Background: an optimization exercise with open tools, aiming at small area, a short achievable clock period and few clock cycles. Do not read the settings as production practice.
The RTL was checked by simulation tests, not by an equivalence proof against the original design.

[flow/run.sh]
#!/bin/bash
# synth_recipe.tcl (not shown) runs the flow's synth.tcl, then flattens the netlist and writes it again
# the make line also repeats each setting of config.mk as NAME=value (left out here)
make -C /OpenROAD-flow-scripts/flow DESIGN_CONFIG=/design/flow/config.mk WORK_HOME=/design/flow/orfs CLKGATE_MAP_FILE= SYNTH_SCRIPT=/design/flow/synth_recipe.tcl finish
[flow/config.mk]
export PLATFORM = sky130hd
export DESIGN_NAME = symmetric_jacobi_poly_eval
export DESIGN_NICKNAME = symmetric_jacobi_poly_eval
export VERILOG_FILES = /design/flow/design.v
export SDC_FILE = /design/flow/constraint.sdc
export NUM_CORES = 4
export LEC_CHECK = 0
export ABC_CLOCK_PERIOD_IN_PS = 15000
export CAP_MARGIN = 20
export CORE_MARGIN = 2
export CORE_UTILIZATION = 40
export SETUP_SLACK_MARGIN = 5
export SLEW_MARGIN = 20
[flow/design.v]
package sjpe_pkg;
    localparam int MAX_DEGREE_DEF = 63;
    localparam int MAX_ORDER_DEF  = 15;
    localparam int K_W    = 5;     
    localparam int N_W    = 7;     
    localparam int X_W    = 32;
    localparam int V_W    = 64;
    localparam int M_W    = 128;
    localparam int MULT_W = 16;
    localparam logic [2:0] OP_VALUE   = 3'd0;
    localparam logic [2:0] OP_DERIV   = 3'd1;
    localparam logic [2:0] OP_WEIGHT  = 3'd2;
    localparam logic [2:0] OP_WDERIV  = 3'd3;
    localparam logic [2:0] OP_WDERIV2 = 3'd4;
    localparam logic [1:0] FIN_NONE   = 2'd0;
    localparam logic [1:0] FIN_SCALE  = 2'd1;
    localparam logic [1:0] FIN_WEIGHT = 2'd2;
    localparam logic [1:0] FIN_ZERO   = 2'd3;
    localparam logic [2:0] MS_C1X = 3'd0;
    localparam logic [2:0] MS_MA  = 3'd1;
    localparam logic [2:0] MS_MB  = 3'd2;
    localparam logic [2:0] MS_XX  = 3'd3;
    localparam logic [2:0] MS_FIN = 3'd4;
    typedef struct packed {
        logic signed [X_W-1:0] x;
        logic [K_W-1:0]        k;
        logic [N_W-1:0]        n;
        logic [1:0]            fin;
        logic                  negate;
        logic                  halve;
        logic [MULT_W-1:0]     mult;
        logic                  ns;
    } job_t;
    typedef struct packed {
        logic       init;
        logic       mul_start;
        logic [2:0] msel;
        logic       keep_t;
        logic       keep_ma;
        logic       combine;
        logic       div_start;
        logic       fin_rnd;
        logic       step;
        logic       load_w;
        logic       fin_res;
        logic       out_load;
    } cmd_t;
    typedef struct packed {
        logic mul_done;
        logic div_done;
        logic more;
        logic out_free;
    } stat_t;
endpackage
module symmetric_jacobi_poly_eval
(
    input  logic               clk,
    input  logic               rst_n,
    input  logic               in_valid,
    output logic               in_stall,
    input  logic [2:0]         operation,
    input  logic [5:0]         degree,
    input  logic signed [31:0] x_value,
    output logic               out_valid,
    input  logic               out_stall,
    output logic signed [63:0] result_value,
    output logic               saturated,
    output logic               not_supported,
    input  logic               psel,
    input  logic               penable,
    input  logic               pwrite,
    input  logic [2:0]         paddr,
    input  logic [31:0]        pwdata,
    output logic [31:0]        prdata,
    output logic               pready
);
    localparam int R  = 8;           
    localparam int ND = 64 / R;      
    localparam int NX = 32 / R;      
    localparam logic [3:0] S_IDLE = 4'd0;
    localparam logic [3:0] S_DEC  = 4'd1;
    localparam logic [3:0] S_WARM = 4'd2;
    localparam logic [3:0] S_PASS = 4'd3;
    localparam logic [3:0] S_MLST = 4'd4;
    localparam logic [3:0] S_COMB = 4'd5;
    localparam logic [3:0] S_FIN1 = 4'd6;
    localparam logic [3:0] S_FIN2 = 4'd7;
    localparam logic [1:0] M_REC = 2'd0;    
    localparam logic [1:0] M_FIN = 2'd1;    
    localparam logic [1:0] M_X2  = 2'd2;    
    logic [3:0] order_reg;
    logic [3:0] prd_reg;
    assign pready = 1'b1;
    always_ff @(posedge clk or negedge rst_n)
    begin
        if (!rst_n)
            order_reg <= 4'd0;
        else if (psel && penable && pwrite && (paddr[2] == 1'b0))
            order_reg <= pwdata[3:0];
    end
    always_ff @(posedge clk)
    begin
        if (psel && !penable)
            prd_reg <= paddr[2] ? 4'd0 : order_reg;
    end
    assign prdata = {28'b0, prd_reg};
    logic [3:0]   state;
    logic [3:0]   cnt;          
    logic         x2act;        
    logic [1:0]   xcnt;
    logic         wload;        
    logic         dv;           
    logic         dfirst;
    logic [1:0]   dmode;
    logic [R-1:0] dig_a;
    logic [21:0]  tb_r;         
    logic [2:0]   op_r;
    logic [5:0]   deg_r;
    logic [31:0]  x_r;
    logic [3:0]   k_r;
    logic         xsign;
    wire  [31:0]  xabs = x_r;   
    logic [4:0]   kq;           
    logic [6:0]   nq;           
    logic         f_zero, f_weight, f_halve, f_neg, f_ns;
    logic [12:0]  mult;
    logic [45:0]  c1x;          
    logic [37:0]  xj;           
    logic [12:0]  c2;           
    logic [6:0]   jj;
    logic [12:0]  dnext;        
    logic [6:0]   ii;
    logic [12:0]  ddiv;         
    logic [14:0]  ddiv3;        
    logic [12:0]  rem;
    logic [63:0]  dvd;
    logic         ovf;          
    logic         dneg;         
    logic [63:0]  pmag;         
    logic         psign;
    logic         cur_na;       
    logic         psub;
    logic [1:0]   pmode;
    logic         psrc_div;
    logic         pconst;       
    logic         sat_r;
    logic [61:0]  wabs;
    logic         wsign;
    logic [127:0] acc;
    logic         qhi;          
    logic         fneg;
    logic         ov_r;
    logic [63:0]  res_r;
    logic         sat_o, ns_o;
    assign in_stall      = (state != S_IDLE);
    assign out_valid     = ov_r;
    assign result_value  = res_r;
    assign saturated     = sat_o;
    assign not_supported = ns_o;
    wire accept   = in_valid && (state == S_IDLE);
    wire x2busy   = x2act || wload || (dv && dmode == M_X2);
    wire out_free = !ov_r || !out_stall;
    function automatic logic [127:0] bk_add(input logic [127:0] a, input logic [127:0] b,
                                            input logic cin);
        logic [127:0] g, p, gg, pp;
        g  = a & b;
        p  = a ^ b;
        gg = {g[127:1], g[0] | (p[0] & cin)};
        pp = p;
        for (int l = 0; l < 7; l++)
            for (int i = 0; i < 128; i++)
                if (((i + 1) % (2 << l)) == 0)
                begin
                    gg[i] = gg[i] | (pp[i] & gg[i - (1 << l)]);
                    pp[i] = pp[i] & pp[i - (1 << l)];
                end
        for (int l = 5; l >= 0; l--)
            for (int i = 0; i < 128; i++)
                if ((((i + 1) % (2 << l)) == (1 << l)) && (i >= (2 << l)))
                begin
                    gg[i] = gg[i] | (pp[i] & gg[i - (1 << l)]);
                    pp[i] = pp[i] & pp[i - (1 << l)];
                end
        bk_add = p ^ {gg[126:0], cin};
    endfunction
    function automatic logic [255:0] csa(input logic [127:0] a, input logic [127:0] b,
                                         input logic [127:0] c);
        logic [127:0] sm, cy;
        sm  = a ^ b ^ c;
        cy  = (a & b) | (a & c) | (b & c);
        csa = {cy[126:0], 1'b0, sm};
    endfunction
    logic [4:0]  kq_c;
    logic [6:0]  nq_c;
    logic        zero_c, weight_c, halve_c, neg_c, ns_c;
    logic [12:0] mult_c;
    always_comb
    begin
        kq_c     = {1'b0, k_r};
        nq_c     = {1'b0, deg_r};
        zero_c   = 1'b0;
        weight_c = 1'b0;
        halve_c  = 1'b0;
        neg_c    = 1'b0;
        ns_c     = 1'b0;
        mult_c   = 13'd1;
        case (op_r)
            3'd0: ;
            3'd1, 3'd3:
            begin
                if (op_r == 3'd1 || k_r == 4'd0)
                begin
                    kq_c    = {1'b0, k_r} + 5'd1;
                    nq_c    = {1'b0, deg_r} - 7'd1;
                    zero_c  = (deg_r == 6'd0);
                    halve_c = 1'b1;
                    mult_c  = 13'(deg_r) + 13'({k_r, 1'b0}) + 13'd1;
                end
                else
                begin
                    kq_c   = {1'b0, k_r} - 5'd1;
                    nq_c   = {1'b0, deg_r} + 7'd1;
                    neg_c  = 1'b1;
                    mult_c = 13'({deg_r + 7'd1, 1'b0});
                end
            end
            3'd2:
                weight_c = 1'b1;
            3'd4:
            begin
                if (k_r == 4'd0)
                begin
                    zero_c = 1'b1;
                    ns_c   = 1'b1;
                end
                else
                begin
                    neg_c  = 1'b1;
                    mult_c = (13'(deg_r) + 13'd1) * (13'(deg_r) + 13'({k_r, 1'b0}));
                end
            end
            default:
                zero_c = 1'b1;
        endcase
    end
    logic [12:0]  dv_rem;
    logic [R-1:0] dv_q;
    logic [14:0]  dv_r4;
    logic [15:0]  dv_s1, dv_s2, dv_s3;
    always_comb
    begin
        dv_rem = rem;
        for (int b = 0; b < R / 2; b++)
        begin
            dv_r4 = {dv_rem, dvd[63 - 2 * b -: 2]};
            dv_s1 = {1'b0, dv_r4} - {3'b0, ddiv};
            dv_s2 = {1'b0, dv_r4} - {2'b0, ddiv, 1'b0};
            dv_s3 = {1'b0, dv_r4} - {1'b0, ddiv3};
            if (!dv_s3[15])
            begin
                dv_q[R - 1 - 2 * b -: 2] = 2'd3;
                dv_rem = dv_s3[12:0];
            end
            else if (!dv_s2[15])
            begin
                dv_q[R - 1 - 2 * b -: 2] = 2'd2;
                dv_rem = dv_s2[12:0];
            end
            else if (!dv_s1[15])
            begin
                dv_q[R - 1 - 2 * b -: 2] = 2'd1;
                dv_rem = dv_s1[12:0];
            end
            else
            begin
                dv_q[R - 1 - 2 * b -: 2] = 2'd0;
                dv_rem = dv_r4[12:0];
            end
        end
    end
    logic [R-1:0] ovf_dig;
    always_comb
    begin
        if (cnt == 4'd0)
            ovf_dig = dneg ? {1'b1, {(R-1){1'b0}}} : {1'b0, {(R-1){1'b1}}};
        else
            ovf_dig = dneg ? {R{1'b0}} : {R{1'b1}};
    end
    logic [63:0]  p0_sh;
    logic [R-1:0] p0_dig;
    always_comb
    begin
        p0_sh  = 64'h0000_0000_4000_0000 << (R * cnt);
        p0_dig = p0_sh[63:64-R];
    end
    always_comb
    begin
        b_dig  = pconst ? p0_dig : pmag[63:64-R];
        b_prod = c2 * b_dig;
        if (pmode != M_REC)
            b_term = 22'd0;
        else if (psub)
            b_term = ~{1'b0, b_prod} + 22'd1;
        else
            b_term = {1'b0, b_prod};
    end
    logic [R-1:0] div_dig;
    assign div_dig = ovf ? ovf_dig : dv_q;
    logic [61:0]  coef_a;
    logic [R-1:0] b_dig;
    logic [20:0]  b_prod;
    logic [21:0]  b_term;
    logic [127:0] term_b;
    logic [127:0] acc_nx;
    logic [127:0] rows [0:R+1];
    logic [127:0] l1s [0:2];
    logic [127:0] l1c [0:2];
    logic [127:0] l2s [0:1];
    logic [127:0] l2c [0:1];
    logic [127:0] l3s, l3c, l4s, l4c, l5s, l5c;
    always_comb
    begin
        case (dmode)
            M_REC:   coef_a = 62'(c1x);
            M_X2:    coef_a = 62'(xabs);
            default: coef_a = f_weight ? wabs : 62'(mult);
        endcase
        term_b = {{76{tb_r[21]}}, tb_r, 30'b0};
        for (int t = 0; t < R; t++)
            rows[t] = dig_a[t] ? (128'(coef_a) << t) : 128'd0;
        rows[R]     = dfirst ? 128'd0 : {acc[127-R:0], {R{1'b0}}};
        rows[R + 1] = term_b;
        {l1c[0], l1s[0]} = csa(rows[0], rows[1], rows[2]);
        {l1c[1], l1s[1]} = csa(rows[3], rows[4], rows[5]);
        {l1c[2], l1s[2]} = csa(rows[6], rows[7], rows[8]);
        {l2c[0], l2s[0]} = csa(l1s[0], l1c[0], l1s[1]);
        {l2c[1], l2s[1]} = csa(l1c[1], l1s[2], l1c[2]);
        {l3c, l3s}       = csa(l2s[0], l2c[0], l2s[1]);
        {l4c, l4s}       = csa(l3s, l3c, l2c[1]);
        {l5c, l5s}       = csa(l4s, l4c, rows[9]);
        acc_nx = bk_add(l5s, l5c, 1'b0);
    end
    logic         cb_s;
    logic [127:0] cb_t, cb_pc, cb_ps, cb_nc, cb_ns, cb_tp, cb_tn;
    logic [97:0]  cb_T;
    logic [34:0]  cb_th;
    logic         cb_ovf, cb_sat, cb_neg;
    always_comb
    begin
        cb_s   = acc_nx[127];
        {cb_pc, cb_ps} = csa(l5s, l5c, {86'b0, dnext, 29'b0});
        {cb_nc, cb_ns} = csa(~l5s, ~l5c, {86'b0, dnext, 29'b0});
        cb_tp  = bk_add(cb_ps, cb_pc, 1'b0);
        cb_tn  = bk_add(cb_ns, cb_nc | 128'd1, 1'b1);
        cb_t   = cb_s ? cb_tn : cb_tp;
        cb_T   = cb_t[127:30];
        cb_th  = cb_T[97:63];
        cb_neg = cur_na ^ cb_s;
        cb_ovf = (|cb_th[34:13]) || (cb_th[12:0] >= dnext);
        if (cb_neg)
            cb_sat = (|cb_th[34:13]) || (cb_th[12:0] > dnext)
                  || ((cb_th[12:0] == dnext) && ((|cb_T[62:13]) || (cb_T[12:0] >= dnext)));
        else
            cb_sat = cb_ovf;
    end
    logic [127:0] fn_sum;
    logic [79:0]  fn_q;
    logic [63:0]  fn_lim, fn_mag, fn_val;
    logic [127:0] fn_neg;
    logic         fn_over;
    always_comb
    begin
        fn_sum = bk_add(f_weight ? {59'b0, acc[127:59]} : {47'b0, acc[80:0]}, 128'd0, 1'b1);
        fn_q   = (f_weight || f_halve) ? fn_sum[80:1] : acc[79:0];
        fn_lim  = fneg ? 64'h8000_0000_0000_0000 : 64'h7fff_ffff_ffff_ffff;
        fn_over = qhi || (dvd[63] && (!fneg || (|dvd[62:0])));
        fn_mag  = fn_over ? fn_lim : dvd;
        fn_neg  = bk_add({64'b0, ~fn_mag}, 128'd0, 1'b1);
        fn_val  = fneg ? fn_neg[63:0] : fn_mag;
    end
    logic         w_gt;
    logic [63:0]  w_dif;
    logic [127:0] w_neg;
    always_comb
    begin
        w_gt  = (|acc[63:61]) || (acc[60] && (|acc[59:0]));
        w_dif = {acc[63:60] - 4'd1, acc[59:0]};
        w_neg = bk_add({64'b0, ~w_dif}, 128'd0, 1'b1);
    end
    logic [127:0] x_neg, c1x_a, xj_a;
    always_comb
    begin
        x_neg = bk_add({96'b0, ~x_r}, 128'd0, 1'b1);
        c1x_a = bk_add(csa({82'b0, c1x}, {88'b0, xj, 2'b0}, {96'b0, xabs}) >> 128,
                       128'(csa({82'b0, c1x}, {88'b0, xj, 2'b0}, {96'b0, xabs})), 1'b0);
        xj_a  = bk_add({90'b0, xj}, {96'b0, xabs}, 1'b0);
    end
    always_ff @(posedge clk or negedge rst_n)
    begin
        if (!rst_n)
        begin
            state <= S_IDLE;
            x2act <= 1'b0;
            wload <= 1'b0;
            dv    <= 1'b0;
            ov_r  <= 1'b0;
        end
        else
        begin
            dv    <= 1'b0;
            wload <= dv && (dmode == M_X2) && !x2act;
            if (out_free)
                ov_r <= 1'b0;
            if (x2act)
            begin
                dv <= 1'b1;
                if (xcnt == 2'(NX - 1))
                    x2act <= 1'b0;
            end
            case (state)
                S_IDLE:
                    if (accept)
                        state <= S_DEC;
                S_DEC:
                begin
                    if (zero_c)
                        state <= S_FIN2;
                    else
                        state <= S_WARM;
                    x2act <= weight_c;
                end
                S_WARM:
                    if (jj == 7'(kq) + 7'd1)
                        state <= S_PASS;
                S_PASS:
                begin
                    if (x2busy)
                        ;
                    else
                    begin
                        dv <= 1'b1;
                        if (cnt == 4'(ND - 1))
                            state <= (pmode == M_REC) ? S_COMB : S_MLST;
                    end
                end
                S_MLST:
                    state <= S_FIN1;
                S_COMB:
                    state <= S_PASS;
                S_FIN1:
                    state <= S_FIN2;
                S_FIN2:
                    if (out_free)
                    begin
                        state <= S_IDLE;
                        ov_r  <= 1'b1;
                    end
                default:
                    state <= S_IDLE;
            endcase
        end
    end
    always_ff @(posedge clk)
    begin
        if (accept)
        begin
            op_r  <= operation;
            deg_r <= degree;
            x_r   <= x_value;
            k_r   <= order_reg;
        end
        if (x2act)
        begin
            xcnt   <= xcnt + 2'd1;
            dig_a  <= xabs[31 - R * xcnt -: R];
            dfirst <= (xcnt == 2'd0);
            dmode  <= M_X2;
            tb_r   <= 22'd0;
        end
        acc <= acc_nx;
        if (wload)
        begin
            wsign <= w_gt;
            wabs  <= w_gt ? w_dif[61:0] : w_neg[61:0];
        end
        case (state)
            S_DEC:
            begin
                kq       <= kq_c;
                nq       <= nq_c;
                f_zero   <= zero_c;
                f_weight <= weight_c;
                f_halve  <= halve_c;
                f_neg    <= neg_c;
                f_ns     <= ns_c;
                mult     <= mult_c;
                xsign    <= x_r[31];
                x_r      <= x_r[31] ? x_neg[31:0] : x_r;
                c1x      <= '0;
                xj       <= '0;
                c2       <= '0;
                jj       <= '0;
                dnext    <= {6'b0, kq_c, 2'b0} + 13'd4;
                ii       <= 7'd2;
                pmag     <= 64'h0000_0000_4000_0000;
                psign    <= 1'b0;
                sat_r    <= 1'b0;
                xcnt     <= 2'd0;
                cnt      <= 4'd0;
            end
            S_WARM:
            begin
                c1x <= c1x_a[45:0];
                xj  <= xj_a[37:0];
                c2  <= c2 + {5'b0, jj, 1'b0};
                jj  <= jj + 7'd1;
                if (jj == 7'(kq) + 7'd1 && nq != 7'd0)
                begin
                    pmag  <= 64'(xj);
                    psign <= xsign;
                end
                cur_na   <= 1'b0;
                psub     <= 1'b1;
                pconst   <= 1'b1;
                psrc_div <= 1'b0;
                pmode    <= (nq >= 7'd2) ? M_REC : M_FIN;
            end
            S_PASS:
            begin
                if (!x2busy)
                begin
                    cnt    <= (cnt == 4'(ND - 1)) ? 4'd0 : cnt + 4'd1;
                    dfirst <= (cnt == 4'd0);
                    dmode  <= pmode;
                    tb_r   <= b_term;
                    if (psrc_div)
                    begin
                        dig_a <= div_dig;
                        pmag  <= {pmag[63-R:0], div_dig};
                        rem   <= dv_rem;
                        dvd   <= {dvd[63-R:0], {R{1'b0}}};
                        if (cnt == 4'(ND - 1))
                            psign <= dneg;
                    end
                    else
                    begin
                        dig_a <= pmag[63:64-R];
                        pmag  <= {pmag[63-R:0], pmag[63:64-R]};
                    end
                end
            end
            S_COMB:
            begin
                rem      <= cb_T[76:64];
                dvd      <= cb_T[63:0];
                ddiv     <= dnext;
                ddiv3    <= {2'b0, dnext} + {1'b0, dnext, 1'b0};
                ovf      <= cb_ovf;
                dneg     <= cb_neg;
                sat_r    <= sat_r | cb_sat;
                cur_na   <= xsign ^ cb_neg;
                psub     <= (xsign ^ cb_neg) != !psign;
                pconst   <= 1'b0;
                psrc_div <= 1'b1;
                pmode    <= (ii == nq) ? M_FIN : M_REC;
                dnext    <= dnext + {5'b0, ii, 1'b0} + {7'b0, kq, 1'b0} + 13'd1;
                ii       <= ii + 7'd1;
                c1x      <= c1x_a[45:0];
                xj       <= xj_a[37:0];
                c2       <= c2 + {5'b0, jj, 1'b0};
                jj       <= jj + 7'd1;
            end
            S_FIN1:
            begin
                dvd  <= fn_q[63:0];
                qhi  <= |fn_q[79:64];
                fneg <= f_weight ? (psign ^ wsign) : (psign ^ f_neg);
            end
            S_FIN2:
            begin
                if (out_free)
                begin
                    res_r <= f_zero ? 64'd0 : fn_val;
                    sat_o <= f_zero ? 1'b0 : (sat_r | fn_over);
                    ns_o  <= f_zero ? f_ns : 1'b0;
                end
            end
            default: ;
        endcase
    end
endmodule
[flow/constraint.sdc]
create_clock -name core_clock -period 16.0 [get_ports {clk}]
set_input_delay 3.2000 -clock core_clock [delete_from_list [all_inputs] [get_ports {clk}]]
set_output_delay 3.2000 -clock core_clock [all_outputs]
set_load 0.01 [all_outputs]
==> results.toml, run 1 <==
[detailed_routing]
drt-wirelength-per-cell_um = 23.4
wl_um = 294000
drt-initial-drc-count = 6064
dr.pass1.iters = 8
drc_errors = 0
viasPerCell = 5.60
postRouteAntennaNets = 0
vias = 70458

[sta]
rsz0062_at_grt = "yes"
clock_skew_ns = 0.0563
period_share = 0.698
period_needed_ns = 11.17
timing.final.ws_setup_ns = 4.83
setup_violations = 0
tightest_slew_ns = 1.11
slew_violations = 0
fin_setup_tns_ns = 0
finalHoldViolations = 0
max_freq_ghz = 0.0896
slew_headroom = 0.238

[synthesis]
synthDistinctLibCells = 112
yosys.area.top_type = "fa_1"
ys_seq_elements = 689
synthFlopType = "edfxtp_1"
synthCells = 9400
synth.top_cell.area_share = 0.199
syn_area_sq_um = 87100
synthTopCellsByCount = "1248 x inv_1, 1087 x ha_1, 866 x fa_1"
async_flop_share = 0.0160
synth-edff-count = 515
yosys_warnings = 6
synth_most_common_cell = "inv_1"
synth_seq_area_share = 0.218
avgSynthCellArea_sq_um = 9.27
synth_area_leaders = "fa_1 20%, edfxtp_1 18%, ha_1 16%"

[place]
placed_cells = 12165
place_ws_ns = 1.70
place_area_sq_um = 91900
io_buffers = 124
gp_congestion = 0.964
dp_hpwl_um = 227000

[finish]
fin_area_sq_um = 100000
utilization = 0.462
top_register = "acc"
final_cells = 12575
fillCellCount = 20405
area_delta_synth_final_pct = 14.9
largest_register_ffs = 128
drive_above_1_share = 0.111
layout.nets = 11682

[global_routing]
grt-ovfl-total = 0
antenna_found_initial = 14
grt_start_max_net_pins = 104
grt_pass1_vias = 70959
grtUsageTotal = 0.261
grt_pass1_wl_um = 441000

[cts]
clock_sinks = 689
cts_buffers = 86
clk_latency_ns = 0.78
cts_tree = "done"
cts_max_level = 3
clkTransAtPathRegs_ns = 0.07
clockRootBuffer = "clkbuf_16"
cts.path.max_buffers = 3

[floorplan]
die_w_um = 471
core_sq_um = 217000
start_util = 0.402
die_area_sq_um = 222000
fp.dieH_um = 471
pin_count = 184
rows = 171

[run]
maxCapViolCount = 0

[critical_path]
endpoint_kind = "flop"
required_ns = 16.51
worstPathMaxFanout = 41
slowest_stage = "or4_1"
start_kind = "flop"
worst-setup-path-type = "flop to flop"
worst_ep_arrival_time_ns = 11.67
path_common_cell = "fa_1"
critPathMaxStageDelay_ns = 0.61

[worst_hold_path]
hp-class = "flop to flop"

[outcome]
outcome = "complete, no violations"
[per-layer routing]
layer  vias to the layer above  track usage  part of all wire
met5                         -            0           0.00027
met4                         3        0.101             0.048
met1                     35153        0.354              0.43
met2                      2594        0.415              0.45
li1                      32184            -                 -
met3                       524       0.0418             0.077
[cell usage in the layout (no fill, tap or decap), drive strengths merged, types with 112 or more instances in the layout]
master         netlist  routed
o21ai              389     389
dfxtp              163     163
nor2b              175     175
nand3              139     139
ha                1087    1087
clkdlybuf4s50        0     124
xnor2              332     332
buf                 73     360
xor2               214     214
clkbuf             290     112
inv               1252    1253
a21oi              532     532
nand2              839     839
fa                 866     866
edfxtp             515     515
and2               333     335
a21o               185     185
nor2               584     584
and3               136     136
[critical path: cells and delay by family, from the launching register on]
kind | cells | cell delay, ns
buffers and inverters | 10 | 1.38
adder cells (fa/ha/maj) | 7 | 3.03
AND/OR/NAND/NOR | 8 | 2.14
XOR/XNOR | 1 | 0.18
AO/OA/AOI/OAI | 15 | 3.54
flip-flops | 1 | 0.58
[area by class of cell]
cell class                 instances  area (sq um)  area share
clock buffer                     109          2400      0.0240
antenna                            2          5.00   0.0000500
timing repair buffer             492          4640      0.0464
tap                             2854          3570      0.0357
sequential                       689         19000       0.190
multi-input combinational       7122         65000       0.649
inverter                        1255          4770      0.0477
clock inverter                    52           657     0.00656
[timing repair]
item / CTS / global route
cloned: 12 / 3
buffers inserted: 148 / 84
endpoints found under the setup margin: 89 / 19
pin swaps: 90 / 107
resized for setup: 380 / 216
hold buffers: 0 / 0
[through the flow]
step                hold slack (ns)
detailed placement            0.458
floorplan                     0.429
finish                        0.470
global route                  0.494
CTS                           0.473
global placement              0.463
[worst paths after layout]
path                            slack, ns        to    startpoint  cells after the start
max in group asynchronous           12.42     wload         rst_n                      1
worst min register to register       0.47    k_r[2]  order_reg[2]                      0
worst max-delay path                 4.83     sat_r        x_r[9]                     41
worst max register to register       4.83     sat_r        x_r[9]                     41
worst min-delay path                 0.47    k_r[2]  order_reg[2]                      0
min in group asynchronous            2.96  state[2]         rst_n                      1
[cell families after synthesis]
kind of cell / after synthesis / synth area share
other cells: 2 / 0.0000862
flops: 689 / 0.218
xor+xnor: 546 / 0.0549
fa+ha+maj: 1955 / 0.355
compound gates: 1761 / 0.129
buf+inv: 1618 / 0.0712
mux: 171 / 0.0205
simple gates: 2658 / 0.151
Testbench counts, summed over its fixed seeds: cycles 92,214.
==> run 2, diff against run 1 <==
--- a/flow/design.v
+++ b/flow/design.v
@@ -342,5 +342,5 @@
     end
     logic         cb_s;
-    logic [127:0] cb_t, cb_pc, cb_ps, cb_nc, cb_ns, cb_tp, cb_tn;
+    logic [127:0] cb_t;
     logic [97:0]  cb_T;
     logic [34:0]  cb_th;
@@ -348,10 +348,6 @@
     always_comb
     begin
-        cb_s   = acc_nx[127];
-        {cb_pc, cb_ps} = csa(l5s, l5c, {86'b0, dnext, 29'b0});
-        {cb_nc, cb_ns} = csa(~l5s, ~l5c, {86'b0, dnext, 29'b0});
-        cb_tp  = bk_add(cb_ps, cb_pc, 1'b0);
-        cb_tn  = bk_add(cb_ns, cb_nc | 128'd1, 1'b1);
-        cb_t   = cb_s ? cb_tn : cb_tp;
+        cb_s   = acc[127];
+        cb_t   = bk_add(acc ^ {128{cb_s}}, {86'b0, dnext, 29'b0}, cb_s);
         cb_T   = cb_t[127:30];
         cb_th  = cb_T[97:63];
@@ -441,9 +437,9 @@
                         dv <= 1'b1;
                         if (cnt == 4'(ND - 1))
-                            state <= (pmode == M_REC) ? S_COMB : S_MLST;
+                            state <= S_MLST;
                     end
                 end
                 S_MLST:
-                    state <= S_FIN1;
+                    state <= (pmode == M_REC) ? S_COMB : S_FIN1;
                 S_COMB:
                     state <= S_PASS;
==> run 2 against run 1 <==
  * Still clean on timing, DRC and antenna
  * First-iteration DRC count decreased by 16%
  * Synthesized cell count decreased by 10%
  * Cell area decreased by 13%
  * Critical path depth increased by 9
  * Clock skew decreased by 0.013 ns
  * Setup slack improved by 0.16 ns
  * Synthesized area decreased by 11%
  * Flip-flop and latch count unchanged
  * Count of clock-buffer cells in the layout unchanged
  * Largest cell class unchanged
==> results.toml, run 2 <==
[outcome]
outcome = "complete, no violations"

[sta]
slew_headroom = 0.219
clock_skew_ns = 0.0438
period_share = 0.688
finalHoldViolations = 0
fin_setup_tns_ns = 0
tightest_slew_ns = 1.16
setup_violations = 0
slew_violations = 0
rsz0062_at_grt = "yes"
max_freq_ghz = 0.0908
period_needed_ns = 11.01

[finish]
largest_register_ffs = 128
drive_above_1_share = 0.0787
fin_area_sq_um = 86800
area_delta_synth_final_pct = 11.4
layout_commonest_cell = "inv_1"
layout.nets = 10065
layout_common_cells = "1058 x inv_1, 764 x ha_1, 697 x fa_1"
antenna_cells = 0
top_register = "acc"
final_cells = 11110

[critical_path]
r2r_setup_slack_ns = 4.99
worst_ep_arrival_time_ns = 11.49
worstPathMaxFanout = 7
slowest_stage = "or4bb_1"
reg2reg_from = "dvd[63]"
worst-setup-path-type = "flop to flop"
reg2reg_to = "rem[3]"
endpoint_kind = "flop"
critPathMaxStageDelay_ns = 0.54
path_common_cell = "a21oi_2"
required_ns = 16.49
rr_worst_depth = 50
start_kind = "flop"

[global_routing]
use_met2 = 0.403
grt_pass1_wl_um = 377000
grt_start_max_net_pins = 129
grt_use_met1 = 0.330
grt-busiest-layer = "met2"
grt-ovfl-total = 0
met3_usage = 0.0316
antenna_found_initial = 6
grtUsageTotal = 0.248
grt_pass1_vias = 62428

[synthesis]
synth_seq_area_share = 0.244
yosys.area.top_type = "edfxtp_1"
avgSynthCellArea_sq_um = 9.25
synth_top_family_by_area = "adder cells"
synthTopCellsByCount = "1075 x inv_1, 788 x ha_1, 701 x fa_1"
synth-edff-count = 515
yosys_warnings = 6
async_flop_share = 0.0160
synthAdderAreaFrac = 0.307
synthDistinctLibCells = 100
ys_seq_elements = 689
yosys-mux-area-fraction = 0.0224
synth_compound_area_frac = 0.126
synthFlopType = "edfxtp_1"
synthXorXnorAreaFrac = 0.0633
syn_area_sq_um = 77900
synth.top_cell.area_share = 0.198
synthCells = 8431
synthSimpleGateAreaFrac = 0.165
synth_most_common_cell = "inv_1"
synth_area_leaders = "edfxtp_1 20%, fa_1 18%, ha_1 13%"

[floorplan]
die_w_um = 445
core_sq_um = 194000
fp.dieH_um = 445
pin_count = 184
start_util = 0.401
rows = 162
die_area_sq_um = 198000

[worst_hold_path]
hold_depth = 0
hp-class = "flop to flop"
holdCritStartpoint = "order_reg[3]"
min_to = "k_r[3]"

[detailed_routing]
postRouteAntennaNets = 0
vias = 62190
wl_um = 248000
drt-wirelength-per-cell_um = 22.3
drt-initial-drc-count = 5116
dr.pass1.iters = 7
viasPerCell = 5.60
drc_errors = 0

[cts]
holdBufCountCts = 0
clock_sinks = 689
cts_buffers = 88
clk_latency_ns = 0.74
cts.path.max_buffers = 3
cts_tree = "done"
cts_max_level = 3
clockRootBuffer = "clkbuf_16"
clkTransAtPathRegs_ns = 0.06

[run]
maxCapViolCount = 0

[place]
gp_congestion = 0.966
placed_cells = 10810
dp_hpwl_um = 190000
io_buffers = 124
place_area_sq_um = 81700
run 2: changes by cell type after synthesis, moves of 29 or more:
cell,previous run,this run
a21oi_1,531,395
nor2_1,584,553
and2_1,333,375
o21ai_0,358,298
inv_1,1248,1075
a22oi_1,21,50
xor2_1,214,245
fa_1,866,701
ha_1,1087,788
a21o_1,184,154
nand2_1,837,670
run 2: worst max path at each step:
stage,startpoint,to
after detailed placement,ddiv[9],pmag[1]
after CTS,dvd[63],rem[10]
after global placement,ddiv[9],pmag[1]
after floorplan,ddiv[1],rem[11]
final,dvd[63],rem[3]
after global routing,ddiv[9],rem[3]
run 2: final cells by class:
cell class	count	area, sq um
fillers	18715	107000
well taps	2542	3180
clock inverters	56	546
flip-flops and latches	689	19000
inverters	1078	4100
multi-input cells	6285	54500
repair buffers	351	3050
clock buffers	109	2400
run 2: layer usage:
metal | part of all wire | wire length, um
met4 | 0.049 | 12200
met1 | 0.43 | 106000
met3 | 0.064 | 16000
met2 | 0.46 | 114000
met5 | 0.000044 | 11
run 2: per-stage QoR:
step                 util  worst slack (ns)  hold slack, ns
floorplan               -              5.03           0.433
global placement    0.421              2.02           0.448
detailed placement  0.421              2.01           0.454
CTS                 0.444              4.91           0.467
global route        0.447              4.56           0.479
finish              0.447              4.99           0.473
run 2: kinds of logic after synthesis:
logic type	count (synthesis)
compound gates	1502
xor+xnor	563
fa+ha+maj	1489
buf+inv	1487
flops	689
mux	166
other cells	2
simple gates	2533
run 2: critical path: cells and delay by family (launching register included):
kind	cells	cell delay (ns)
compound gates	30	5.52
simple gates	12	2.80
mux	1	0.21
buf+inv	3	0.49
fa+ha+maj	4	1.20
flops	1	0.50
run 2: repair_timing:
action                     4_1_cts  5_1_grt
pin swaps                       65       76
setup endpoints to repair       20       18
gates cloned                     3        0
buffers inserted                95       36
resized for setup              142       89
Testbench counts of run 2, summed over its fixed seeds: cycles 101,678.
==> run 3, diff against run 2 <==
--- a/flow/design.v
+++ b/flow/design.v
@@ -125,5 +125,5 @@
     logic         f_zero, f_weight, f_halve, f_neg, f_ns;
     logic [12:0]  mult;
-    logic [45:0]  c1x;          
+    logic [61:0]  c1x;          
     logic [37:0]  xj;           
     logic [12:0]  c2;           
@@ -145,5 +145,4 @@
     logic         pconst;       
     logic         sat_r;
-    logic [61:0]  wabs;
     logic         wsign;
     logic [127:0] acc;
@@ -321,9 +320,5 @@
     always_comb
     begin
-        case (dmode)
-            M_REC:   coef_a = 62'(c1x);
-            M_X2:    coef_a = 62'(xabs);
-            default: coef_a = f_weight ? wabs : 62'(mult);
-        endcase
+        coef_a = c1x;
         term_b = {{76{tb_r[21]}}, tb_r, 30'b0};
         for (int t = 0; t < R; t++)
@@ -342,21 +337,34 @@
     end
     logic         cb_s;
-    logic [127:0] cb_t;
+    logic [127:0] cb_t, cb_pc, cb_ps, cb_nc, cb_ns, cb_tp, cb_tn;
     logic [97:0]  cb_T;
-    logic [34:0]  cb_th;
-    logic         cb_ovf, cb_sat, cb_neg;
+    logic         cb_ovf, cb_sat, cb_neg, cb_ovf_p, cb_sat_p, cb_ovf_n, cb_sat_n;
+    function automatic logic [1:0] comb_chk(input logic [97:0] t, input logic neg,
+                                            input logic [12:0] d);
+        logic [34:0] th;
+        logic        ov, st;
+        th = t[97:63];
+        ov = (|th[34:13]) || (th[12:0] >= d);
+        if (neg)
+            st = (|th[34:13]) || (th[12:0] > d)
+              || ((th[12:0] == d) && ((|t[62:13]) || (t[12:0] >= d)));
+        else
+            st = ov;
+        comb_chk = {ov, st};
+    endfunction
     always_comb
     begin
-        cb_s   = acc[127];
-        cb_t   = bk_add(acc ^ {128{cb_s}}, {86'b0, dnext, 29'b0}, cb_s);
+        cb_s   = acc_nx[127];
+        {cb_pc, cb_ps} = csa(l5s, l5c, {86'b0, dnext, 29'b0});
+        {cb_nc, cb_ns} = csa(~l5s, ~l5c, {86'b0, dnext, 29'b0});
+        cb_tp  = bk_add(cb_ps, cb_pc, 1'b0);
+        cb_tn  = bk_add(cb_ns, cb_nc | 128'd1, 1'b1);
+        cb_t   = cb_s ? cb_tn : cb_tp;
         cb_T   = cb_t[127:30];
-        cb_th  = cb_T[97:63];
         cb_neg = cur_na ^ cb_s;
-        cb_ovf = (|cb_th[34:13]) || (cb_th[12:0] >= dnext);
-        if (cb_neg)
-            cb_sat = (|cb_th[34:13]) || (cb_th[12:0] > dnext)
-                  || ((cb_th[12:0] == dnext) && ((|cb_T[62:13]) || (cb_T[12:0] >= dnext)));
-        else
-            cb_sat = cb_ovf;
+        {cb_ovf_p, cb_sat_p} = comb_chk(cb_tp[127:30], cur_na, dnext);
+        {cb_ovf_n, cb_sat_n} = comb_chk(cb_tn[127:30], !cur_na, dnext);
+        cb_ovf = cb_s ? cb_ovf_n : cb_ovf_p;
+        cb_sat = cb_s ? cb_sat_n : cb_sat_p;
     end
     logic [127:0] fn_sum;
@@ -388,6 +396,6 @@
     begin
         x_neg = bk_add({96'b0, ~x_r}, 128'd0, 1'b1);
-        c1x_a = bk_add(csa({82'b0, c1x}, {88'b0, xj, 2'b0}, {96'b0, xabs}) >> 128,
-                       128'(csa({82'b0, c1x}, {88'b0, xj, 2'b0}, {96'b0, xabs})), 1'b0);
+        c1x_a = bk_add(csa({82'b0, c1x[45:0]}, {88'b0, xj, 2'b0}, {96'b0, xabs}) >> 128,
+                       128'(csa({82'b0, c1x[45:0]}, {88'b0, xj, 2'b0}, {96'b0, xabs})), 1'b0);
         xj_a  = bk_add({90'b0, xj}, {96'b0, xabs}, 1'b0);
     end
@@ -424,9 +432,12 @@
                     else
                         state <= S_WARM;
-                    x2act <= weight_c;
                 end
                 S_WARM:
                     if (jj == 7'(kq) + 7'd1)
+                    begin
                         state <= S_PASS;
+                        if (nq < 7'd2 && f_weight)
+                            x2act <= 1'b1;
+                    end
                 S_PASS:
                 begin
@@ -437,11 +448,15 @@
                         dv <= 1'b1;
                         if (cnt == 4'(ND - 1))
-                            state <= S_MLST;
+                            state <= (pmode == M_REC) ? S_COMB : S_MLST;
                     end
                 end
                 S_MLST:
-                    state <= (pmode == M_REC) ? S_COMB : S_FIN1;
+                    state <= S_FIN1;
                 S_COMB:
+                begin
                     state <= S_PASS;
+                    if (ii == nq && f_weight)
+                        x2act <= 1'b1;
+                end
                 S_FIN1:
                     state <= S_FIN2;
@@ -466,4 +481,6 @@
             k_r   <= order_reg;
         end
+        if (!x2act)
+            xcnt <= 2'd0;
         if (x2act)
         begin
@@ -478,5 +495,5 @@
         begin
             wsign <= w_gt;
-            wabs  <= w_gt ? w_dif[61:0] : w_neg[61:0];
+            c1x   <= w_gt ? w_dif[61:0] : w_neg[61:0];
         end
         case (state)
@@ -507,5 +524,8 @@
             S_WARM:
             begin
-                c1x <= c1x_a[45:0];
+                if (jj == 7'(kq) + 7'd1 && nq < 7'd2)
+                    c1x <= f_weight ? 62'(xabs) : 62'(mult);
+                else
+                    c1x <= 62'(c1x_a[45:0]);
                 xj  <= xj_a[37:0];
                 c2  <= c2 + {5'b0, jj, 1'b0};
@@ -562,5 +582,8 @@
                 dnext    <= dnext + {5'b0, ii, 1'b0} + {7'b0, kq, 1'b0} + 13'd1;
                 ii       <= ii + 7'd1;
-                c1x      <= c1x_a[45:0];
+                if (ii == nq)
+                    c1x  <= f_weight ? 62'(xabs) : 62'(mult);
+                else
+                    c1x  <= 62'(c1x_a[45:0]);
                 xj       <= xj_a[37:0];
                 c2       <= c2 + {5'b0, jj, 1'b0};
==> run 3 against run 2 <==
  * Still clean on timing, DRC and antenna
  * Non-clock buffer count is 31 higher
  * Critical endpoint is now dvd[29]
  * Largest cell class unchanged
  * Highest routed layer unchanged
==> results.toml, run 3 <==
[synthesis]
synthTopCellsByCount = "1338 x inv_1, 1113 x ha_1, 866 x fa_1"
synth_most_common_cell = "inv_1"
async_flop_share = 0.0171
ys_seq_elements = 643
synthXorXnorAreaFrac = 0.0542
yosys-mux-area-fraction = 0.0201
synth_top_family_by_area = "adder cells"
synthSimpleGateAreaFrac = 0.155
synth-edff-count = 469
yosys_warnings = 6
synthAdderAreaFrac = 0.362
synth_compound_area_frac = 0.130
avgSynthCellArea_sq_um = 9.17
synth_seq_area_share = 0.204
synth_area_leaders = "fa_1 20%, edfxtp_1 16%, ha_1 16%"
synthDistinctLibCells = 109
synth.top_cell.area_share = 0.201
synthFlopType = "edfxtp_1"
syn_area_sq_um = 86400
synthCells = 9424
yosys.area.top_type = "fa_1"

[critical_path]
critPathMaxStageDelay_ns = 0.79
reg2reg_from = "acc[27]"
path_common_cell = "fa_1"
endpoint_kind = "flop"
setup.worst_path.start = "acc[27]"
worst_ep_arrival_time_ns = 11.20
worst-setup-path-type = "flop to flop"
start_kind = "flop"
crit_end = "dvd[29]"
r2r_setup_slack_ns = 5.18
rr_worst_depth = 29
required_ns = 16.37
slowest_stage = "dfxtp_1"
worstPathMaxFanout = 28
reg2reg_to = "dvd[29]"

[sta]
slew_violations = 0
fin_setup_tns_ns = 0
fin_hold_ws_ns = 0.434
period_needed_ns = 10.82
finalHoldViolations = 0
max_freq_ghz = 0.0924
period_share = 0.676
setup_violations = 0
slew_headroom = 0.248
tightest_slew_ns = 1.12
rsz0062_at_grt = "no"
clock_skew_ns = 0.0430

[floorplan]
rows = 170
fp.dieH_um = 469
start_util = 0.403
die_w_um = 469
core_sq_um = 215000
pin_count = 184
die_area_sq_um = 220000

[worst_hold_path]
hp-class = "flop to flop"

[cts]
cts.path.max_buffers = 3
clkTransAtPathRegs_ns = 0.06
cts_tree = "done"
cts_buffers = 82
clk_latency_ns = 0.75
cts_max_level = 3
clock_sinks = 643
clockRootBuffer = "clkbuf_16"

[finish]
drive_above_1_share = 0.0683
top_register = "acc"
area_delta_synth_final_pct = 11.4
utilization = 0.448
fin_area_sq_um = 96200
layout_common_cells = "1324 x inv_1, 1101 x ha_1, 862 x fa_1"
layout_commonest_cell = "inv_1"
fillCellCount = 20529
layout.nets = 11645
largest_register_ffs = 128

[detailed_routing]
drt-wirelength-per-cell_um = 23.7
drt-initial-drc-count = 5865
vias = 69695
wl_um = 296000
dr.pass1.iters = 8
viasPerCell = 5.58
drc_errors = 0
postRouteAntennaNets = 0

[global_routing]
grt_pass1_wl_um = 438000
grt_start_max_net_pins = 180
grt_pass1_vias = 70128
grtUsageTotal = 0.264
antenna_found_initial = 16
grt-ovfl-total = 0

[outcome]
outcome = "complete, no violations"

[run]
maxCapViolCount = 0

[place]
gp_congestion = 0.997
dp_hpwl_um = 230000
place_area_sq_um = 91000
io_buffers = 124
==> run 3: cell count changes after synthesis, sizes merged, moves of 70 or more <==
cell | before | now
a21oi | 395 | 465
and3 | 158 | 58
fa | 701 | 866
and2 | 375 | 449
inv | 1077 | 1340
nand2 | 670 | 819
ha | 788 | 1113
==> run 3: cell type report <==
type                    count  area [sq um]  area share
inverters                1344          5100      0.0530
diodes                      8          20.0    0.000208
clock inverters            42           558     0.00580
well taps                2838          3550      0.0369
repair buffers            382          3560      0.0370
clock buffers             109          2230      0.0231
flip-flops and latches    643         17700       0.184
multi-input cells        7130         63600       0.660
==> run 3: how the worst min path moves through the flow <==
stage	start	cells after the start	slack (ns)	end
final	dmode[0]	1	0.43	wload
after global routing	dmode[0]	1	0.47	wload
after CTS	dmode[0]	1	0.44	wload
after detailed placement	dmode[0]	1	0.43	wload
after global placement	dmode[0]	1	0.42	wload
after floorplan	dmode[0]	1	0.41	wload
==> run 3: timing repair <==
item | CTS | global route
pin swaps | 22 | 57
hold buffers | 0 | 0
buffers inserted | 49 | 85
endpoints found under the hold margin | 0 | 0
setup endpoints to repair | 89 | 61
cloned | 1 | 3
resized for setup | 126 | 123
==> run 3: worst max-delay path, delay by kind of cell (launching register included) <==
kind                     cells  cell delay, ns
AND/OR/NAND/NOR              6            2.42
AO/OA/AOI/OAI               10            2.85
adder cells (fa/ha/maj)      7            3.34
flip-flops                   1            0.79
buffers and inverters        5            0.81
XOR/XNOR                     1            0.19
==> run 3: kinds of logic (layout without fill, tap and decap cells) <==
kind of cell               Yosys count  in the layout
buffers and inverters             1679           1877
and+or+nand+nor                   2686           2686
muxes                              170            170
xor gates and xnor gates           535            535
AOI/OAI and AO/OA                 1728           1729
DFF                                643            643
adders and majority gates         1981           1981
other                                2             37
==> run 3: per-layer routing <==
layer,global-route usage,share of wire,vias up
met2,0.422,0.45,2513
met1,0.352,0.42,34579
met4,0.113,0.052,10
met5,0,0.00030,-
met3,0.0461,0.077,618
li1,-,-,31975
==> run 3: per-stage QoR <==
step                      instances  setup slack [ns]
after detailed placement      12198              1.45
after global routing          12490              4.91
final                         12496              5.18
after global placement        12198              1.77
after CTS                     12399              4.98
after floorplan                9451              5.00
Testbench counts of run 3, summed over its fixed seeds: cycles 92,575.
==> run 4, diff against run 3 <==
--- a/flow/design.v
+++ b/flow/design.v
@@ -78,12 +78,11 @@
     localparam int ND = 64 / R;      
     localparam int NX = 32 / R;      
-    localparam logic [3:0] S_IDLE = 4'd0;
-    localparam logic [3:0] S_DEC  = 4'd1;
-    localparam logic [3:0] S_WARM = 4'd2;
-    localparam logic [3:0] S_PASS = 4'd3;
-    localparam logic [3:0] S_MLST = 4'd4;
-    localparam logic [3:0] S_COMB = 4'd5;
-    localparam logic [3:0] S_FIN1 = 4'd6;
-    localparam logic [3:0] S_FIN2 = 4'd7;
+    localparam logic [2:0] S_IDLE = 3'd0;
+    localparam logic [2:0] S_WARM = 3'd1;
+    localparam logic [2:0] S_PASS = 3'd2;
+    localparam logic [2:0] S_MLST = 3'd3;    
+    localparam logic [2:0] S_COMB = 3'd4;    
+    localparam logic [2:0] S_FIN1 = 3'd5;    
+    localparam logic [2:0] S_FIN  = 3'd6;    
     localparam logic [1:0] M_REC = 2'd0;    
     localparam logic [1:0] M_FIN = 2'd1;    
@@ -105,5 +104,5 @@
     end
     assign prdata = {28'b0, prd_reg};
-    logic [3:0]   state;
+    logic [2:0]   state;
     logic [3:0]   cnt;          
     logic         x2act;        
@@ -115,8 +114,5 @@
     logic [R-1:0] dig_a;
     logic [21:0]  tb_r;         
-    logic [2:0]   op_r;
-    logic [5:0]   deg_r;
     logic [31:0]  x_r;
-    logic [3:0]   k_r;
     logic         xsign;
     wire  [31:0]  xabs = x_r;   
@@ -152,10 +148,11 @@
     logic [63:0]  res_r;
     logic         sat_o, ns_o;
-    assign in_stall      = (state != S_IDLE);
+    wire take_ok = (state == S_IDLE) || ((state == S_FIN) && !ov_r);
+    assign in_stall      = !take_ok;
     assign out_valid     = ov_r;
     assign result_value  = res_r;
     assign saturated     = sat_o;
     assign not_supported = ns_o;
-    wire accept   = in_valid && (state == S_IDLE);
+    wire accept   = in_valid && take_ok;
     wire x2busy   = x2act || wload || (dv && dmode == M_X2);
     wire out_free = !ov_r || !out_stall;
@@ -196,6 +193,6 @@
     always_comb
     begin
-        kq_c     = {1'b0, k_r};
-        nq_c     = {1'b0, deg_r};
+        kq_c     = {1'b0, order_reg};
+        nq_c     = {1'b0, degree};
         zero_c   = 1'b0;
         weight_c = 1'b0;
@@ -204,22 +201,22 @@
         ns_c     = 1'b0;
         mult_c   = 13'd1;
-        case (op_r)
+        case (operation)
             3'd0: ;
             3'd1, 3'd3:
             begin
-                if (op_r == 3'd1 || k_r == 4'd0)
+                if (operation == 3'd1 || order_reg == 4'd0)
                 begin
-                    kq_c    = {1'b0, k_r} + 5'd1;
-                    nq_c    = {1'b0, deg_r} - 7'd1;
-                    zero_c  = (deg_r == 6'd0);
+                    kq_c    = {1'b0, order_reg} + 5'd1;
+                    nq_c    = {1'b0, degree} - 7'd1;
+                    zero_c  = (degree == 6'd0);
                     halve_c = 1'b1;
-                    mult_c  = 13'(deg_r) + 13'({k_r, 1'b0}) + 13'd1;
+                    mult_c  = 13'(degree) + 13'({order_reg, 1'b0}) + 13'd1;
                 end
                 else
                 begin
-                    kq_c   = {1'b0, k_r} - 5'd1;
-                    nq_c   = {1'b0, deg_r} + 7'd1;
+                    kq_c   = {1'b0, order_reg} - 5'd1;
+                    nq_c   = {1'b0, degree} + 7'd1;
                     neg_c  = 1'b1;
-                    mult_c = 13'({deg_r + 7'd1, 1'b0});
+                    mult_c = 13'({degree + 7'd1, 1'b0});
                 end
             end
@@ -228,5 +225,5 @@
             3'd4:
             begin
-                if (k_r == 4'd0)
+                if (order_reg == 4'd0)
                 begin
                     zero_c = 1'b1;
@@ -236,5 +233,5 @@
                 begin
                     neg_c  = 1'b1;
-                    mult_c = (13'(deg_r) + 13'd1) * (13'(deg_r) + 13'({k_r, 1'b0}));
+                    mult_c = (13'(degree) + 13'd1) * (13'(degree) + 13'({order_reg, 1'b0}));
                 end
             end
@@ -337,7 +334,7 @@
     end
     logic         cb_s;
-    logic [127:0] cb_t, cb_pc, cb_ps, cb_nc, cb_ns, cb_tp, cb_tn;
+    logic [127:0] cb_t;
     logic [97:0]  cb_T;
-    logic         cb_ovf, cb_sat, cb_neg, cb_ovf_p, cb_sat_p, cb_ovf_n, cb_sat_n;
+    logic         cb_ovf, cb_sat, cb_neg;
     function automatic logic [1:0] comb_chk(input logic [97:0] t, input logic neg,
                                             input logic [12:0] d);
@@ -355,16 +352,9 @@
     always_comb
     begin
-        cb_s   = acc_nx[127];
-        {cb_pc, cb_ps} = csa(l5s, l5c, {86'b0, dnext, 29'b0});
-        {cb_nc, cb_ns} = csa(~l5s, ~l5c, {86'b0, dnext, 29'b0});
-        cb_tp  = bk_add(cb_ps, cb_pc, 1'b0);
-        cb_tn  = bk_add(cb_ns, cb_nc | 128'd1, 1'b1);
-        cb_t   = cb_s ? cb_tn : cb_tp;
+        cb_s   = acc[127];
+        cb_t   = bk_add(acc ^ {128{cb_s}}, {86'b0, dnext, 29'b0}, cb_s);
         cb_T   = cb_t[127:30];
         cb_neg = cur_na ^ cb_s;
-        {cb_ovf_p, cb_sat_p} = comb_chk(cb_tp[127:30], cur_na, dnext);
-        {cb_ovf_n, cb_sat_n} = comb_chk(cb_tn[127:30], !cur_na, dnext);
-        cb_ovf = cb_s ? cb_ovf_n : cb_ovf_p;
-        cb_sat = cb_s ? cb_sat_n : cb_sat_p;
+        {cb_ovf, cb_sat} = comb_chk(cb_T, cb_neg, dnext);
     end
     logic [127:0] fn_sum;
@@ -392,11 +382,20 @@
         w_neg = bk_add({64'b0, ~w_dif}, 128'd0, 1'b1);
     end
-    logic [127:0] x_neg, c1x_a, xj_a;
+    logic [127:0] x_neg, c1x_a, xj_a, u1s, u1c, u2s, u2c;
+    logic [31:0]  xin_abs;
+    logic         warm_last, dbl, j0;
+    assign warm_last = (jj == 7'(kq) + 7'd1);
+    assign dbl       = (state == S_WARM) && !warm_last;
+    assign xin_abs   = x_value[31] ? x_neg[31:0] : x_value;
+    assign j0        = !kq_c[0];       
     always_comb
     begin
-        x_neg = bk_add({96'b0, ~x_r}, 128'd0, 1'b1);
-        c1x_a = bk_add(csa({82'b0, c1x[45:0]}, {88'b0, xj, 2'b0}, {96'b0, xabs}) >> 128,
-                       128'(csa({82'b0, c1x[45:0]}, {88'b0, xj, 2'b0}, {96'b0, xabs})), 1'b0);
-        xj_a  = bk_add({90'b0, xj}, {96'b0, xabs}, 1'b0);
+        {u1c, u1s} = csa({82'b0, c1x[45:0]},
+                         dbl ? {87'b0, xj, 3'b0} : {88'b0, xj, 2'b0},
+                         dbl ? {94'b0, xabs, 2'b0} : {96'b0, xabs});
+        {u2c, u2s} = csa(u1s, u1c, dbl ? {95'b0, xabs, 1'b0} : 128'd0);
+        c1x_a = bk_add(u2s, u2c, 1'b0);
+        xj_a  = bk_add({90'b0, xj}, dbl ? {95'b0, xabs, 1'b0} : {96'b0, xabs}, 1'b0);
+        x_neg = bk_add({96'b0, ~x_value}, 128'd0, 1'b1);
     end
     always_ff @(posedge clk or negedge rst_n)
@@ -425,14 +424,7 @@
                 S_IDLE:
                     if (accept)
-                        state <= S_DEC;
-                S_DEC:
-                begin
-                    if (zero_c)
-                        state <= S_FIN2;
-                    else
-                        state <= S_WARM;
-                end
+                        state <= zero_c ? S_FIN : S_WARM;
                 S_WARM:
-                    if (jj == 7'(kq) + 7'd1)
+                    if (warm_last)
                     begin
                         state <= S_PASS;
@@ -448,9 +440,11 @@
                         dv <= 1'b1;
                         if (cnt == 4'(ND - 1))
-                            state <= (pmode == M_REC) ? S_COMB : S_MLST;
+                            state <= S_MLST;
                     end
                 end
                 S_MLST:
-                    state <= S_FIN1;
+                    state <= (pmode == M_REC) ? S_COMB : S_FIN1;
+                S_FIN1:
+                    state <= S_FIN;
                 S_COMB:
                 begin
@@ -459,11 +453,12 @@
                         x2act <= 1'b1;
                 end
-                S_FIN1:
-                    state <= S_FIN2;
-                S_FIN2:
+                S_FIN:
                     if (out_free)
                     begin
-                        state <= S_IDLE;
-                        ov_r  <= 1'b1;
+                        ov_r <= 1'b1;
+                        if (accept)
+                            state <= zero_c ? S_FIN : S_WARM;
+                        else
+                            state <= S_IDLE;
                     end
                 default:
@@ -476,8 +471,24 @@
         if (accept)
         begin
-            op_r  <= operation;
-            deg_r <= degree;
-            x_r   <= x_value;
-            k_r   <= order_reg;
+            kq       <= kq_c;
+            nq       <= nq_c;
+            f_zero   <= zero_c;
+            f_weight <= weight_c;
+            f_halve  <= halve_c;
+            f_neg    <= neg_c;
+            f_ns     <= ns_c;
+            mult     <= mult_c;
+            xsign    <= x_value[31];
+            x_r      <= xin_abs;
+            c1x      <= j0 ? 62'(xin_abs) : 62'd0;
+            xj       <= j0 ? 38'(xin_abs) : 38'd0;
+            c2       <= '0;
+            jj       <= {6'b0, j0};
+            dnext    <= {6'b0, kq_c, 2'b0} + 13'd4;
+            ii       <= 7'd2;
+            pmag     <= 64'h0000_0000_4000_0000;
+            psign    <= 1'b0;
+            sat_r    <= 1'b0;
+            cnt      <= 4'd0;
         end
         if (!x2act)
@@ -498,38 +509,14 @@
         end
         case (state)
-            S_DEC:
-            begin
-                kq       <= kq_c;
-                nq       <= nq_c;
-                f_zero   <= zero_c;
-                f_weight <= weight_c;
-                f_halve  <= halve_c;
-                f_neg    <= neg_c;
-                f_ns     <= ns_c;
-                mult     <= mult_c;
-                xsign    <= x_r[31];
-                x_r      <= x_r[31] ? x_neg[31:0] : x_r;
-                c1x      <= '0;
-                xj       <= '0;
-                c2       <= '0;
-                jj       <= '0;
-                dnext    <= {6'b0, kq_c, 2'b0} + 13'd4;
-                ii       <= 7'd2;
-                pmag     <= 64'h0000_0000_4000_0000;
-                psign    <= 1'b0;
-                sat_r    <= 1'b0;
-                xcnt     <= 2'd0;
-                cnt      <= 4'd0;
-            end
             S_WARM:
             begin
-                if (jj == 7'(kq) + 7'd1 && nq < 7'd2)
+                if (warm_last && nq < 7'd2)
                     c1x <= f_weight ? 62'(xabs) : 62'(mult);
                 else
                     c1x <= 62'(c1x_a[45:0]);
                 xj  <= xj_a[37:0];
-                c2  <= c2 + {5'b0, jj, 1'b0};
-                jj  <= jj + 7'd1;
-                if (jj == 7'(kq) + 7'd1 && nq != 7'd0)
+                c2  <= dbl ? (c2 + {4'b0, jj, 2'b0} + 13'd2) : (c2 + {5'b0, jj, 1'b0});
+                jj  <= dbl ? (jj + 7'd2) : (jj + 7'd1);
+                if (warm_last && nq != 7'd0)
                 begin
                     pmag  <= 64'(xj);
@@ -596,5 +583,5 @@
                 fneg <= f_weight ? (psign ^ wsign) : (psign ^ f_neg);
             end
-            S_FIN2:
+            S_FIN:
             begin
                 if (out_free)
==> run 4 against run 3 <==
  * Largest cell class unchanged
  * Sequential share of layout area grew 0.91 points
  * Maximum frequency is 1.1% higher
  * Highest routed layer unchanged
==> results.toml, run 4 <==
[outcome]
outcome = "complete, no violations"

[sta]
rsz0062_at_grt = "yes"
finalHoldViolations = 0
fin_setup_tns_ns = 0
period_share = 0.669
clock_skew_ns = 0.0446
max_freq_ghz = 0.0934
tightest_slew_ns = 1.14
fin_hold_ws_ns = 0.454
slew_headroom = 0.231
setup_violations = 0
period_needed_ns = 10.71
slew_violations = 0

[synthesis]
yosys.area.top_type = "fa_1"
synthTopCellsByCount = "1200 x inv_1, 927 x nand2_1, 806 x ha_1"
synth_most_common_cell = "inv_1"
ys_seq_elements = 631
synthFlopType = "edfxtp_1"
yosys_warnings = 6
avgSynthCellArea_sq_um = 8.76
synth_seq_area_share = 0.212
synthCells = 8927
synth-edff-count = 388
async_flop_share = 0.0174
syn_area_sq_um = 78200
synth_area_leaders = "fa_1 19%, edfxtp_1 15%, ha_1 13%"
synth.top_cell.area_share = 0.190
synthDistinctLibCells = 107

[finish]
largest_register_ffs = 128
area_delta_synth_final_pct = 10.2
layout_commonest_cell = "inv_1"
layout.nets = 10579
drive_above_1_share = 0.0648
top_register = "acc"
layout_common_cells = "1186 x inv_1, 920 x nand2_1, 790 x ha_1"

[floorplan]
start_util = 0.402
fp.dieH_um = 446
die_w_um = 446
pin_count = 184
die_area_sq_um = 199000
rows = 162
core_sq_um = 195000

[cts]
cts_buffers = 80
clkTransAtPathRegs_ns = 0.07
cts_tree = "done"
cts.path.max_buffers = 3
clockRootBuffer = "clkbuf_16"
clk_latency_ns = 0.75
cts_max_level = 3
holdBufCountCts = 0
clock_sinks = 631

[place]
gp_congestion = 0.967
io_buffers = 124
dp_hpwl_um = 198000

[run]
maxCapViolCount = 0

[global_routing]
grt_pass1_wl_um = 392000
antenna_found_initial = 6
grtUsageTotal = 0.256
grt_pass1_vias = 64660
grt_start_max_net_pins = 121
grt-ovfl-total = 0

[worst_hold_path]
hp-class = "flop to flop"

[detailed_routing]
postRouteAntennaNets = 0
dr.pass1.iters = 7
wl_um = 256000
drt-initial-drc-count = 5861
vias = 64783
drt-wirelength-per-cell_um = 22.2
drc_errors = 0
viasPerCell = 5.61

[critical_path]
critPathMaxStageDelay_ns = 0.51
path_common_cell = "o21a_1"
endpoint_kind = "flop"
worst-setup-path-type = "flop to flop"
worst_ep_arrival_time_ns = 11.29
required_ns = 16.59
worstPathMaxFanout = 7
cp_num_buf_inv = 6
r2r_setup_slack_ns = 5.29
slowest_stage = "edfxtp_1"
start_kind = "flop"
crit_family = "compound AO/OA/AOI/OAI gates"
-- run 4: timing repair --
| item | 4_1_cts | 5_1_grt |
|---|---|---|
| buffers inserted | 47 | 43 |
| cloned | 1 | 0 |
| pin swaps | 18 | 51 |
| resized for setup | 106 | 82 |
| setup endpoints to repair | 19 | 17 |
-- run 4: per-layer routing --
metal / track usage / vias to the layer above / routed length, um
met5: 0 / - / 53
met2: 0.418 / 2144 / 118000
li1: - / 29926 / -
met4: 0.0941 / 8 / 10300
met3: 0.0370 / 427 / 17700
met1: 0.344 / 32278 / 110000
-- run 4: cell type report --
cell class | count | area, sq um
fill | 18994 | 108000
multi-input combinational | 6711 | 56400
sequential | 631 | 16600
inverter | 1204 | 4560
tap | 2542 | 3180
timing repair buffer | 318 | 2730
clock buffer | 106 | 2290
clock inverter | 40 | 430
antenna | 2 | 5.00
-- run 4: final timing paths --
kind	cells after the start	startpoint	to
setup / recovery	50	ddiv3[1]	pmag[1]
hold / removal	1	dmode[0]	wload
setup reg to reg	50	ddiv3[1]	pmag[1]
hold reg to reg	1	dmode[0]	wload
max in group asynchronous	1	rst_n	state[0]
min in group asynchronous	1	rst_n	wload
-- run 4: per-stage QoR --
step	utilization	cells	cell area (sq um)	worst slack, ns
CTS	0.439	11509	85500	5.00
floorplan	-	8954	78300	5.00
global placement	0.421	11315	82000	1.68
detailed placement	0.421	11315	82000	1.44
global route	0.443	11552	86200	4.92
finish	0.443	11554	86200	5.29
-- run 4: cell families (layout without fill, tap and decap cells) --
kind of cell,count (synthesis),in the layout,synth area share
xor gates and xnor gates,544,544,0.0609
muxes,132,132,0.0176
AOI/OAI and AO/OA,1763,1763,0.142
other,2,31,0.0000960
buffers and inverters,1612,1668,0.0792
and+or+nand+nor,2693,2693,0.169
adders and majority gates,1550,1550,0.319
DFF,631,631,0.212
-- run 4: worst register-to-register path: cells and delay by family, from the launching register on --
family	cells	cell delay (ns)
fa+ha+maj	4	1.12
buf+inv	6	0.96
compound gates	26	5.46
mux	3	0.68
flops	1	0.51
simple gates	11	1.88
Testbench counts of run 4, summed over its fixed seeds: cycles 100,054.

## afterwards: timing with drivers on the ports
How much do the figures lean on ideal ports? The routed layouts below were timed once more, with nothing changed but the port constraints. Step 1 (the two cells are an assumption about what drives the block):
set clk [get_ports {clk}]
set_driving_cell -lib_cell sky130_fd_sc_hd__clkbuf_16 $clk
set_driving_cell -lib_cell sky130_fd_sc_hd__buf_2 [delete_from_list [all_inputs] $clk]
Step 2 times the ports against the registers' clock, not the clock port: input delays grow and output delays shrink by t, the midpoint of the rising clock arrivals with the driver on. Slacks: ideal ports / drivers / drivers and shift; pairs: ideal ports / drivers.
run | t (ns) | setup WS [ns] | worst register clock-pin slew, ns
run 1 | 0.834 | 4.834 / 4.834 / 4.834 | 0.07 / 0.07
run 2 | 0.805 | 4.991 / 4.991 / 4.991 | 0.07 / 0.07
run 3 | 0.815 | 5.179 / 5.179 / 5.179 | 0.07 / 0.07
run 4 | 0.812 | 5.292 / 5.292 / 5.292 | 0.07 / 0.07
After both steps setup and hold are still met in every run listed.
